This design comes from an exercise in tuning for small area and a short achievable clock period on the open sky130 flow, not from production work. In this exercise RTL edits were held to simulation tests only and were not proved equivalent to the original. Power is estimated from default activity; no workload was simulated.

Setup of build 30:
Design cpu_alu, start of the top module:
module cpu_alu #(
    parameter int WIDTH = pkg_cpu_alu::ALU_WIDTH
) (
    input  logic             clk,
    input  logic             rst,
    input  logic             in_valid,
    input  logic [WIDTH-1:0] a,
    input  logic [WIDTH-1:0] b,
    input  logic [3:0]       oper,
    input  logic [3:0]       flags_in,
    output logic             out_valid,
    output logic [WIDTH-1:0] result,
    output logic [3:0]       flags_out
);
Settings: LEC_CHECK=0, CAP_MARGIN=20, CORE_MARGIN=2, CORE_UTILIZATION=65, SETUP_SLACK_MARGIN=3.3, SLEW_MARGIN=20, SYNTH_HIERARCHICAL=1; clock period 11.0 ns.
standard.sh (not shown) runs the stock make flow with config.mk's settings and CLKGATE_MAP_FILE= SYNTH_SCRIPT=/design/flow/synth_recipe.tcl, a recipe that flattens the netlist after the stock synthesis.
==> flow/flow/run.sh <==
#!/bin/bash
# Standard layout, except that the port buffers are plain buf_4 cells instead of the
# resizer's default choice.
set -e
export BUFFER_PORTS_ARGS="-buffer_cell sky130_fd_sc_hd__buf_4"
bash standard.sh > standard.log 2>&1
Inputs modified between build 30 and build 44:
Settings: SETUP_SLACK_MARGIN changed from 3.3 to 3.0; CORE_UTILIZATION changed from 65 to 60.
==> flow/flow/run.sh <==
#!/bin/bash
# Standard layout, except that the port buffers are plain buf_2 cells instead of the
# resizer's default choice.
set -e
export BUFFER_PORTS_ARGS="-buffer_cell sky130_fd_sc_hd__buf_2"
bash standard.sh > standard.log 2>&1
==> summary.txt <==
Against build 30, final weighted congestion in routability-driven placement in build 44 fell by a few percent.
The standard cells in build 44 occupy less silicon area than those in build 30 do.
Ratio of cells with drive above 1 in the final layout was higher in the run labelled build 30.
Final routed wire length divided by cell count in build 44 is about 4% below build 30.
Diff build 30 -> build 44: number of cells on the critical path now larger; worst setup slack after layout now smaller.
diff inputs: build 44 => build 81
Settings: CORE_UTILIZATION changed from 60 to 65; SETUP_SLACK_MARGIN changed from 3.0 to 3.3.
Findings:
- Build 81 ends up with a post-CTS setup-driven buffer insertion count that is 9 higher than in build 44.
- ~same share of total power in combinational logic in build 81 and build 44
- Flip-flop and latch count: build 81 vs build 44 identical
- Delta (build 81 minus build 44): worst setup slack has increased; multi-input gate share of the layout cell area has decreased; detailed-route wire length per cell has decreased; wire length has decreased.
- On y dimension of the die: build 81 sits below build 44.
- On build 81: overall power is 350 uW higher than what build 44 gave.
- The faster design of the two is build 81; build 44 tops out lower.

========
Setup of run 1:
cpu_alu, a different RTL version from the one above (not shown whole).
For scale: about 2,500 cells after synthesis, about 110 I/O pins, about 20,000 µm² of cells after synthesis.
==> flow/config.mk <==
export PLATFORM = sky130hd
export DESIGN_NAME = cpu_alu
export DESIGN_NICKNAME = cpu_alu
export VERILOG_FILES = /design/flow/design.v
export SDC_FILE = /design/flow/constraint.sdc
export NUM_CORES = 4
export LEC_CHECK = 0
export CAP_MARGIN = 20
export CORE_MARGIN = 2
export CORE_UTILIZATION = 60
export SETUP_SLACK_MARGIN = 3
export SLEW_MARGIN = 20
export SYNTH_HIERARCHICAL = 1
==> flow/constraint.sdc <==
create_clock -name core_clock -period 11.0 [get_ports {clk}]
set_input_delay 2.2000 -clock core_clock [delete_from_list [all_inputs] [get_ports {clk}]]
set_output_delay 2.2000 -clock core_clock [all_outputs]
set_load 0.01 [all_outputs]
==> flow/flow/run.sh <==
#!/bin/bash
# Standard layout, except that the port buffers are plain buf_2 cells instead of the
# resizer's default choice.
set -e
export BUFFER_PORTS_ARGS="-buffer_cell sky130_fd_sc_hd__buf_2"
bash standard.sh > standard.log 2>&1
--- input diff run 1..run 2 ---
Settings: changing SETUP_SLACK_MARGIN from 3 to 3.5; setting TNS_END_PERCENT to 0 for the first time.
--- outcome ---
| number of ordinary and repair buffers in the finished layout | run 2 vs run 1 | 62 higher |. Summary of run 2 over run 1: share of final-layout standard cells stronger than drive strength 1 went up, share of cell area taken by multi-input logic gates went down 2.6 points, fmax went up 4.8%, mean number of vias per cell climbed 0.59%. Run 1 → run 2: total number of cells along the worst setup path grew by 1; total met3 wirelength after detailed routing up 14%; worst setup slack picked up an extra 360 ps; register share of total power decreased by 0.2 points relative to the old numbers. The via count reported for run 2 is higher than the one for run 1. Run 2 vs run 1: final area up.
Changes in run 3 relative to run 2:
Settings: SETUP_SLACK_MARGIN changed from 3.5 to 2; TNS_END_PERCENT removed (was 0).
==> summary.txt <==
Per the final summary, run 3 finished and its layout is clean on timing, DRC and antenna.
Summary: with run 2 as the reference, number of standard cells in the final layout excluding fillers in run 3 moved down by a few percent.
Run 3 and run 2 ended up with nearly the same number of well taps.
For run 2, the capture point of the worst path was r_flags[0], unlike run 3, where it was r_result[19].
Against run 2, run 3 reports a count of fill cells added during filler insertion that is higher.
Run 3 vs run 2 — routed wire length dropped 6.7%.

-- port drivers added, routing unchanged --
Ports are ideal in the flow. The routed layouts listed here were re-timed in OpenROAD.
Step 1 assumes that a clkbuf_16 drives the clock port and a buf_2 every other input.
Step 2 also shifts input and output timing later by t, the mid clock arrival at the registers, as if the neighbouring blocks saw the same clock.
a / b / c = no drivers / after step 1 / after step 2; a / b = the first two.
run | shift t [ns] | setup WS [ns] | worst hold slack (ns) | worst setup path after step 2 | worst register clock-pin slew, ns
build 30 | 0.334 | 3.294 / 3.169 / 2.836 | 2.050 / 2.030 / 2.364 | input to register | 0.07 / 0.07
build 44 | 0.334 | 3.129 / 3.144 / 2.810 | 2.048 / 2.028 / 2.362 | input to register | 0.06 / 0.06
build 81 | 0.325 | 3.382 / 3.385 / 3.060 | 2.067 / 2.042 / 2.367 | input to register | 0.06 / 0.06
run 1 | 0.333 | 3.117 / 3.137 / 2.805 | 2.053 / 2.039 / 2.371 | input to register | 0.06 / 0.06
run 2 | 0.333 | 3.481 / 3.480 / 3.147 | 2.053 / 2.040 / 2.373 | input to register | 0.06 / 0.06
run 3 | 0.339 | 2.310 / 2.330 / 1.991 | 2.054 / 2.031 / 2.370 | input to register | 0.06 / 0.06
After both steps setup and hold are still met in every run listed. The setup slack of build 30, which loses most, moves by -0.125 ns with the drivers and by -0.458 ns with both steps.
